What follows belongs to an exercise in optimizing a design on an open flow for small area; a production flow would make more cautious choices.
RTL that was checked went through simulation tests only; none was proved equivalent to the original.
Power is estimated from default activity; no workload was simulated.

==> flow/design.v (excerpt) <==
module dual_wheel_incremental_pid_drive #(
	parameter int TICK_BITS = dwpid_pkg::TICK_BITS
) (
	input  logic                        clk,
	input  logic                        arst_n,
	input  logic                        psel,
	input  logic                        penable,
	input  logic                        pwrite,
	input  logic [4:0]                  paddr,
	input  logic [31:0]                 pwdata,
	output logic [31:0]                 prdata,
	output logic                        pready,
	input  logic                        in_valid,
	output logic                        in_stall,
	input  logic [2:0]                  cmd,
	input  logic signed [15:0]          speed,
	input  logic signed [TICK_BITS-1:0] left_ticks,
	input  logic signed [TICK_BITS-1:0] right_ticks,
	output logic                        out_valid,
	input  logic                        out_stall,
	output logic [15:0]                 left_duty,
	output logic [1:0]                  left_dir,
	output logic [15:0]                 right_duty,
	output logic [1:0]                  right_dir,
	output logic signed [15:0]          left_speed,
	output logic signed [15:0]          right_speed,
	output logic signed [31:0]          left_odometry,
	output logic signed [31:0]          right_odometry
);
	dwpid_pkg::cfg_t cfg_q;
	assign pready = 1'b1;
	dwpid_pkg::cfg_t cfg_r;
	logic [5:0]      rst_f;
	logic            wr;
	assign wr = psel && penable && pwrite;
	always_ff @(posedge clk or negedge arst_n) begin
		if (!arst_n) begin
			rst_f <= '1;
		end else if (wr) begin
			unique case (paddr[4:2])
				dwpid_pkg::REG_KP:    rst_f[0] <= 1'b0;
				dwpid_pkg::REG_KI:    rst_f[1] <= 1'b0;
				dwpid_pkg::REG_KD:    rst_f[2] <= 1'b0;
				dwpid_pkg::REG_SCALE: rst_f[3] <= 1'b0;
				dwpid_pkg::REG_PWM:   rst_f[4] <= 1'b0;
				dwpid_pkg::REG_LIMIT: rst_f[5] <= 1'b0;
				default: ;
			endcase
		end
	end
	always_ff @(posedge clk) begin
		if (wr) begin
			unique case (paddr[4:2])
  ...
export LEC_CHECK = 0
export CAP_MARGIN = 20
export CORE_MARGIN = 2
export CORE_UTILIZATION = 40
export SLEW_MARGIN = 20
create_clock -name core_clock -period 12.0 [get_ports {clk}]
standard.sh (not shown) runs the stock make flow with config.mk's settings and CLKGATE_MAP_FILE= SYNTH_SCRIPT=/design/flow/synth_recipe.tcl, a recipe that flattens the netlist after the stock synthesis.
==> flow/flow/run.sh <==
#!/bin/bash
set -euo pipefail
export BUFFER_PORTS_ARGS="-buffer_cell sky130_fd_sc_hd__buf_1"
export CTS_ARGS="-sink_clustering_enable -repair_clock_nets -sink_clustering_size 14 -sink_clustering_max_diameter 80 -buf_list sky130_fd_sc_hd__clkbuf_8 -dont_use_dummy_load"
bash standard.sh finish > standard.log 2>&1
Then changed:
==> flow/flow/run.sh (replaced) <==
#!/bin/bash
# The standard layout (standard.sh, with its synthesis unchanged) with two options changed:
# the port buffers are the smallest buffer cell, and clock tree synthesis uses clkbuf_16
# leaf clusters of up to 24 sinks and adds no dummy loads. All tool output goes to
# standard.log here and to ORFS's per-step logs under orfs/logs.
set -euo pipefail
export BUFFER_PORTS_ARGS="-buffer_cell sky130_fd_sc_hd__buf_1"
export CTS_ARGS="-sink_clustering_enable -repair_clock_nets -sink_clustering_size 24 -sink_clustering_max_diameter 120 -buf_list sky130_fd_sc_hd__clkbuf_16 -dont_use_dummy_load"
bash standard.sh finish > standard.log 2>&1
--- a/flow/config.mk
+++ b/flow/config.mk
@@ -7,5 +7,6 @@
 export LEC_CHECK = 0
-export CAP_MARGIN = 20
+export CAP_MARGIN = 5
 export CORE_MARGIN = 2
 export CORE_UTILIZATION = 40
-export SLEW_MARGIN = 20
+export GPL_TIMING_DRIVEN = 0
+export SLEW_MARGIN = 5
Non-clock buffer count is higher by 84.
Register-to-register slack is worse by 350 ps.
Total power is higher by a few percent.
Design area is higher by a few percent.
Via count is higher by a few percent.
Wire length is higher by a few percent.
Utilization is higher by 0.93 points.
Critical path depth stays the same.
Cell count is higher by a few percent.
Setup slack is worse by 350 ps.
Then changed:
--- a/flow/config.mk
+++ b/flow/config.mk
@@ -7,6 +7,6 @@
 export LEC_CHECK = 0
-export CAP_MARGIN = 5
+export CAP_MARGIN = 20
 export CORE_MARGIN = 2
-export CORE_UTILIZATION = 40
-export GPL_TIMING_DRIVEN = 0
-export SLEW_MARGIN = 5
+export CORE_UTILIZATION = 65
+export PLACE_DENSITY = 0.8
+export SLEW_MARGIN = 20
What happened: Sequential share of layout area grows by 2.0 points; design area shrinks by 3.6%; count of clock-buffer cells in the layout is unchanged; register-to-register slack gains 170 ps; global-route usage grows by 9.3 points; total power shrinks by 2.2%; final cell count shrinks by 13%; maximum frequency grows by 1.5%; worst setup slack gains 170 ps; worst hold slack gains 31 ps.
Then changed:
--- a/flow/config.mk
+++ b/flow/config.mk
@@ -9,4 +9,3 @@
 export CORE_MARGIN = 2
-export CORE_UTILIZATION = 65
-export PLACE_DENSITY = 0.8
+export CORE_UTILIZATION = 40
 export SLEW_MARGIN = 20
Outcome: Worst setup slack is better by 140 ps; area after synthesis does not change; register-to-register slack is better by 140 ps; count of clock-buffer cells in the layout does not change; non-clock buffer count is higher by 3; via count drops by 1.7%; power fell by 0.37%; sequential share of layout area falls by 0.93 points; worst hold slack loses 38 ps; wire length rises by 4.7%; clock power rose by about 1%.
Then changed:
--- a/flow/config.mk
+++ b/flow/config.mk
@@ -7,2 +7,3 @@
 export LEC_CHECK = 0
+export ABC_AREA = 1
 export CAP_MARGIN = 20
=> Die area rose by 1.2%; total power is lower by 1.9%; utilization climbs by 0.24 points; clock power hardly moves; setup slack improved by 110 ps; area after synthesis goes up by 1.2%; final area increases by 0.96%.

Another version of the RTL of dual_wheel_incremental_pid_drive (not shown whole).
For scale: about 1,900 cells after synthesis, about 430 flip-flops, roughly 260 I/O pins.
export LEC_CHECK = 0
export CAP_MARGIN = 20
export CORE_MARGIN = 2
export CORE_UTILIZATION = 40
export CTS_BUF_LIST = sky130_fd_sc_hd__clkbuf_16
export CTS_CLUSTER_DIAMETER = 120
export CTS_CLUSTER_SIZE = 24
export SLEW_MARGIN = 20
create_clock -name core_clock -period 12.0 [get_ports {clk}]
run.sh (not shown) runs the stock make flow with config.mk's settings and CLKGATE_MAP_FILE= SYNTH_SCRIPT=/design/flow/synth_recipe.tcl, a recipe that flattens the netlist after the stock synthesis.
Stock flow here: none of the scripts above is used.
Next try:
- CTS_BUF_LIST: sky130_fd_sc_hd__clkbuf_16 -> sky130_fd_sc_hd__clkbuf_8
- CTS_CLUSTER_DIAMETER: 120 -> 100
- CTS_CLUSTER_SIZE: 24 -> 14
The new run finished clean. Cell area hardly moves. Final cell count climbs by about 1%. First-iteration DRC count went down by 7.3%. Hold slack barely changes. Utilization hardly moves. Sequential power stays flat. Count of clock-buffer cells in the layout increases by 14. Routed wire length grows by 1.1%. Total power hardly moves. Non-clock buffer count stays the same. Worst setup slack is worse by 38 ps.
No run of this note included a check of the RTL's function; only the layout flow was run.

[port drivers added, routing unchanged]
In the flow no input, the clock included, has a driving cell. The finished layouts below were timed again as built, in two steps.
Step 1 (the two cells are an assumption about what drives the block):
set clk [get_ports {clk}]
set_driving_cell -lib_cell sky130_fd_sc_hd__clkbuf_16 $clk
set_driving_cell -lib_cell sky130_fd_sc_hd__buf_2 [delete_from_list [all_inputs] $clk]
Step 2 also shifts input and output timing later by t, the mid clock arrival at the registers, as if the neighbouring blocks saw the same clock.
Three values: ideal ports, drivers, drivers and shift; two values: the first two.
run	t (ns)	setup WS [ns]	worst setup path after step 2
the first run of note 1	0.629	0.924 / 0.924 / 0.924	register to register
the second run of note 1	0.596	0.570 / 0.570 / 0.570	register to register
the third run of note 1	0.581	0.741 / 0.741 / 0.741	register to register
the fourth run of note 1	0.603	0.879 / 0.879 / 0.879	register to register
the fifth run of note 1	0.595	0.988 / 0.988 / 0.988	register to register
the first run of note 2	0.613	4.123 / 4.123 / 4.123	register to register
the second run of note 2	0.661	4.086 / 4.086 / 4.086	register to register
After both steps setup and hold are still met in every run listed.
